This design comes from an exercise in tuning for small area and a short achievable clock period on the open sky130 flow, not from production work.
The RTL was checked by simulation tests, not by an equivalence proof against the original design.
Power figures rest on the tool's default switching activity, not on a simulated workload.

==> flow/run.sh <==
#!/bin/bash
# synth_recipe.tcl (not shown) runs the flow's synth.tcl, then flattens the netlist and writes it again
# the make line also repeats each setting of config.mk as NAME=value (left out here)
make -C /OpenROAD-flow-scripts/flow DESIGN_CONFIG=/design/flow/config.mk WORK_HOME=/design/flow/orfs CLKGATE_MAP_FILE= SYNTH_SCRIPT=/design/flow/synth_recipe.tcl finish
==> flow/config.mk <==
export PLATFORM = sky130hd
export DESIGN_NAME = mul32
export DESIGN_NICKNAME = mul32
export VERILOG_FILES = /design/flow/design.v
export SDC_FILE = /design/flow/constraint.sdc
export NUM_CORES = 4
export LEC_CHECK = 0
export CAP_MARGIN = 20
export CORE_MARGIN = 2
export CORE_UTILIZATION = 40
export SLEW_MARGIN = 20
==> flow/constraint.sdc <==
create_clock -name core_clock -period 6.5 [get_ports {clk}]
set_input_delay 1.3000 -clock core_clock [delete_from_list [all_inputs] [get_ports {clk}]]
set_output_delay 1.3000 -clock core_clock [all_outputs]
set_load 0.01 [all_outputs]
==> flow/design.v <==
package mul_pkg;
   localparam int MUL_W       = 32;
   localparam int PROD_W      = 64;
   localparam int MUL_LATENCY = 4;
   typedef logic [MUL_W-1:0]  word_t;
   typedef logic [PROD_W-1:0] dword_t;
endpackage
module mul_pp17x16 (
   input  logic [16:0] i_a,
   input  logic [15:0] i_b,
   output logic [32:0] o_p
);
   logic signed [32:0] w_a;
   logic signed [32:0] w_b;
   assign w_a = {{16{i_a[16]}}, i_a};
   assign w_b = {17'd0, i_b};
   assign o_p = w_a * w_b;
endmodule
module mul32 (
   input  logic        clk,
   input  logic        rst,
   input  logic        is_signed,
   input  logic [31:0] src,
   input  logic [31:0] sink,
   output logic [63:0] dest
);
   logic [32:0] w_a_ext;
   logic [32:0] w_b_ext;
   assign w_a_ext = {is_signed & src[31],  src};
   assign w_b_ext = {is_signed & sink[31], sink};
   logic [32:0] r_a;
   logic [32:0] r_b;
   logic [32:0] w_p_hh;
   logic [32:0] w_p_hl;
   logic [32:0] w_p_lh;
   logic [32:0] w_p_ll;
   logic [16:0] w_corr;
   mul_pp17x16 u_pp_hh (.i_a(r_a[32:16]),         .i_b(r_b[31:16]), .o_p(w_p_hh));
   mul_pp17x16 u_pp_hl (.i_a(r_a[32:16]),         .i_b(r_b[15:0]),  .o_p(w_p_hl));
   mul_pp17x16 u_pp_lh (.i_a(r_b[32:16]),         .i_b(r_a[15:0]),  .o_p(w_p_lh));
   mul_pp17x16 u_pp_ll (.i_a({1'b0, r_a[15:0]}),  .i_b(r_b[15:0]),  .o_p(w_p_ll));
   assign w_corr = r_b[32] ? r_a[32:16] : 17'd0;
   logic [32:0] r_p_hh;
   logic [32:0] r_p_hl;
   logic [32:0] r_p_lh;
   logic [32:0] r_p_ll;
   logic [16:0] r_corr;
   logic [33:0] w_mid;
   mul_pkg::dword_t      w_t_hi;
   mul_pkg::dword_t      w_t_lo;
   assign w_mid  = {r_p_hl[32], r_p_hl} + {r_p_lh[32], r_p_lh};
   assign w_t_hi = ({{31{r_p_hh[32]}}, r_p_hh} << 32)
                 - ({{47{r_corr[16]}}, r_corr} << 48);
   assign w_t_lo = ({{30{w_mid[33]}}, w_mid} << 16)
                 + {31'd0, r_p_ll};
   mul_pkg::dword_t r_t_hi;
   mul_pkg::dword_t r_t_lo;
   mul_pkg::dword_t r_dest;
   always_ff @(posedge clk) begin
      if (rst) begin
         r_a    <= '0;
         r_b    <= '0;
         r_p_hh <= '0;
         r_p_hl <= '0;
         r_p_lh <= '0;
         r_p_ll <= '0;
         r_corr <= '0;
         r_t_hi <= '0;
         r_t_lo <= '0;
         r_dest <= '0;
      end else begin
         r_a    <= w_a_ext;
         r_b    <= w_b_ext;
         r_p_hh <= w_p_hh;
         r_p_hl <= w_p_hl;
         r_p_lh <= w_p_lh;
         r_p_ll <= w_p_ll;
         r_corr <= w_corr;
         r_t_hi <= w_t_hi;
         r_t_lo <= w_t_lo;
         r_dest <= r_t_hi + r_t_lo;
      end
   end
   assign dest = r_dest;
endmodule
==> flow_summary.yaml <==
clock_tree:
  cts_made_buffers: 44
  clk_pin_slew_worst_paths_ns: 0.06
  clock_latency_ns: 0.63
  clockBufferDepth: 3
  clkSinkCount: 359
  cts_tree: "built"
  cts-htree-levels: 2
  cts-root-buf: "clkbuf_16"
yosys:
  ys_types: 94
  synth_edf_count: 0
  syn_nets: 7504
  syn_area_per_cell_um2: 8.98
  synth_top_cell_area_share_pct: 37.8
  ys_ff_latch: 359
  synthCells: 5975
  ys_seq_area_share_pct: 13.4
  synthesis.area_mm2: 0.0537
  yosysWarnings: 1
  synth_area_leaders: "fa_1, dfxtp_1, ha_1"
  synth_top_area_cell: "fa_1"
  synth_top_flop_cell: "dfxtp_1"
  synthArstFlopShare_pct: 0
sta:
  finalSetupViolations: 0
  fmax_ghz: 0.159
  layout_min_cycle_time_ns: 6.28
  post-route-period-util_pct: 96.7
  tightest_slew_ns: 0.975
  fin_hold_ws_ns: 0.430
  report.final.hold_viol_count: 0
  drv_slew: 0
  clock_skew_ns: 0.0348
  slew_headroom_pct: 34.9
setup_path:
  crit_end: "r_p_hl[22]"
  r2r_end: "r_p_hl[22]"
  critPathRequiredTime_ns: 7.04
  critPathLaunchType: "flop"
  r2r_slack_ns: 0.22
  worstSetupEndpointType: "flop"
  startpoint: "r_b[6]"
  cp.arrival_ns: 6.82
  r2r_cells: 24
  rr_startpoint: "r_b[6]"
  crit_path_max_fanout: 25
  critical_path_class: "flop to flop"
routing:
  drt_iter0_drc: 2062
  drt_wl_total_um: 138000
  vias: 39000
  drt-pass1-iter-count: 5
  viasPerCell: 4.89
  route.detailed.drc: 0
  ant_nets: 0
  routedWlPerCell_um: 17.3
floorplan:
  pin_count: 131
  placementRows: 134
  floorplan.initialDensity_pct: 40.3
  dieArea_mm2: 0.137
  core_area_mm2: 0.133
  die_h_um: 370
  dieWidth_um: 370
pwr:
  power_density_mw_per_mm2: 223
  ir_worst_vdd_v: 0.000162
  p_leak_nw: 30.4
placement:
  post_dp_cell_area_mm2: 0.0588
  place.gp.congestion: 0.907
  placed_cells: 7896
  port_buffers: 130
  dp_hpwl_um: 115000
global_route:
  track_usage_pct: 20.9
  grt_pass1_vias: 41900
  antenna_found_initial: 17
  overflow: 0
  grt_pass1_wl_um: 226000
  grt_max_degree: 151
cells_and_area:
  fillers: 12900
  final_common_cell: "inv_1"
  areaGrowthSynthToFinish_pct: 13.1
  fin_cells: 7985
  layout-drive-gt1-share_pct: 7.50
  regArea_mm2: 0.00723
  multiInputGateArea_mm2: 0.0408
  final_cell_mix: "inv_1, fa_1, nand2_1, and2_1, ha_1"
  design_area_mm2: 0.0607
  fin_nets: 7710
outcome:
  outcome: "finished clean"
worst_hold_path:
  hold_path.class: "flop to flop"
job:
  drv_cap: 0
[worst min-delay path by stage]
stage	slack [ns]	endpoint	start	depth (start not counted)
finish	0.43	r_dest[6]	r_t_lo[6]	1
global route	0.44	r_t_lo[13]	r_p_ll[13]	1
CTS	0.44	r_t_lo[13]	r_p_ll[13]	1
detailed placement	0.42	r_t_lo[13]	r_p_ll[13]	1
global placement	0.42	r_t_lo[13]	r_p_ll[13]	1
floorplan	0.41	r_dest[0]	r_t_lo[0]	1
[worst max-delay path, stage by stage (launching register included)]
cell      delay (ns)
dfxtp_4         0.36
buf_4           0.14
buf_12          0.15
and2_1          0.18
fa_1            0.50
inv_1           0.05
fa_1            0.52
fa_1            0.44
fa_1            0.50
inv_1           0.05
fa_1            0.49
inv_1           0.06
fa_1            0.55
inv_1           0.05
ha_1            0.29
a21o_1          0.20
a21oi_4         0.17
nor3b_2         0.22
a21o_1          0.17
o211ai_1        0.20
and3_1          0.25
buf_4           0.13
buf_4           0.12
nor3_1          0.18
buf_4           0.21
[synthesized netlist by cell type (6+ instances only)]
cell type,count
inv_1,1314
fa_1,1013
nand2_1,684
and2_1,489
ha_1,449
dfxtp_1,359
clkbuf_1,243
nor2_1,229
nor2b_1,186
a21oi_1,151
xnor2_1,110
o21ai_0,95
a21o_1,80
xor2_1,76
nor3_1,71
nand3_1,45
nand2b_1,34
o21a_1,30
a211oi_1,26
and3_1,26
o21bai_1,19
or3_1,19
a31oi_1,14
nand4_1,12
nor3b_1,12
or2_2,12
o211ai_1,10
a21boi_0,8
o31a_1,8
o31ai_1,8
nor4_1,7
o41ai_1,7
o2111ai_1,6
[final cells by class]
class	instances	share of cell area, %
inverter	1314	8.12
timing repair buffer	410	6.59
tap	1768	3.64
antenna	4	0.0165
clock buffer	53	1.92
clock inverter	25	0.635
sequential	359	11.9
multi-input combinational	4052	67.2
[metrics by stage]
step / worst slack (ns) / power, mW / TNS, ns / util, %
after detailed placement: -0.0332 / 10.8 / -0.0346 / 44.1
after global placement: -0.0429 / 10.7 / -0.0429 / 44.1
final: 0.217 / 13.5 / 0 / 45.6
after CTS: 0.00849 / 13.6 / 0 / 45.3
after global routing: -0.0373 / 14.8 / -0.0829 / 45.5
after floorplan: 0.109 / 8.34 / 0 / -
[logic make-up after synthesis]
family                   count (synthesis)  synth area share [%]
buffers and inverters                 1564                  11.0
adder cells (fa/ha/maj)               1462                  48.3
XOR/XNOR                               187                  3.07
multiplexers                            12                 0.245
AO/OA/AOI/OAI                          532                  6.66
flip-flops                             359                  13.4
AND/OR/NAND/NOR                       1859                  17.4
[registers in the layout (all words and copies together) (netlist names)]
register	cells
r_a	33
r_corr	16
r_t_hi	32
r_p_hh	32
r_p_hl	33
r_dest	64
r_t_lo	51
r_b	33
r_p_lh	33
r_p_ll	32
[routing by layer]
layer / global-route usage [%] / up-vias / part of all wire, %
met5: 0 / - / 0.069
met4: 6.72 / 14 / 3.3
met3: 3.19 / 223 / 6.1
met2: 34.8 / 935 / 46
met1: 27.8 / 19500 / 44
li1: - / 18300 / -
[report_power, final]
group | internal, mW | switching (mW)
logic | 3.39 | 4.48
registers | 2.72 | 0.274
clock network | 1.61 | 1.07
[what timing repair did]
action / CTS / global route
hold buffers: 0 / 0
resized for setup: 6 / 90
setup buffers: 0 / 7
pin swaps: 2 / 32
setup endpoints to repair: 5 / 34
cloned: 0 / 1

[what the ideal ports hide]
No port has a modelled driver above. Below, the same layout with a new extraction and two added sets of constraints. Step 1: set_driving_cell puts a clkbuf_16 on clk and a buf_2 on each other input, an assumption about the parent block. Step 2 times the ports against the registers' clock, not the clock port: input delays grow and output delays shrink by t, the midpoint of the rising clock arrivals with the driver on. Three values: no drivers, after step 1, after step 2; two values: the first two.
shift t [ns]: 0.697
slack for setup (ns): 0.217 / 0.217 / 0.217
hold WS [ns]: 0.430 / 0.430 / 0.430
After both steps this run still meets setup and hold. For this run, drivers alone change the setup slack by 0.000 ns; drivers and shift together by 0.000 ns.
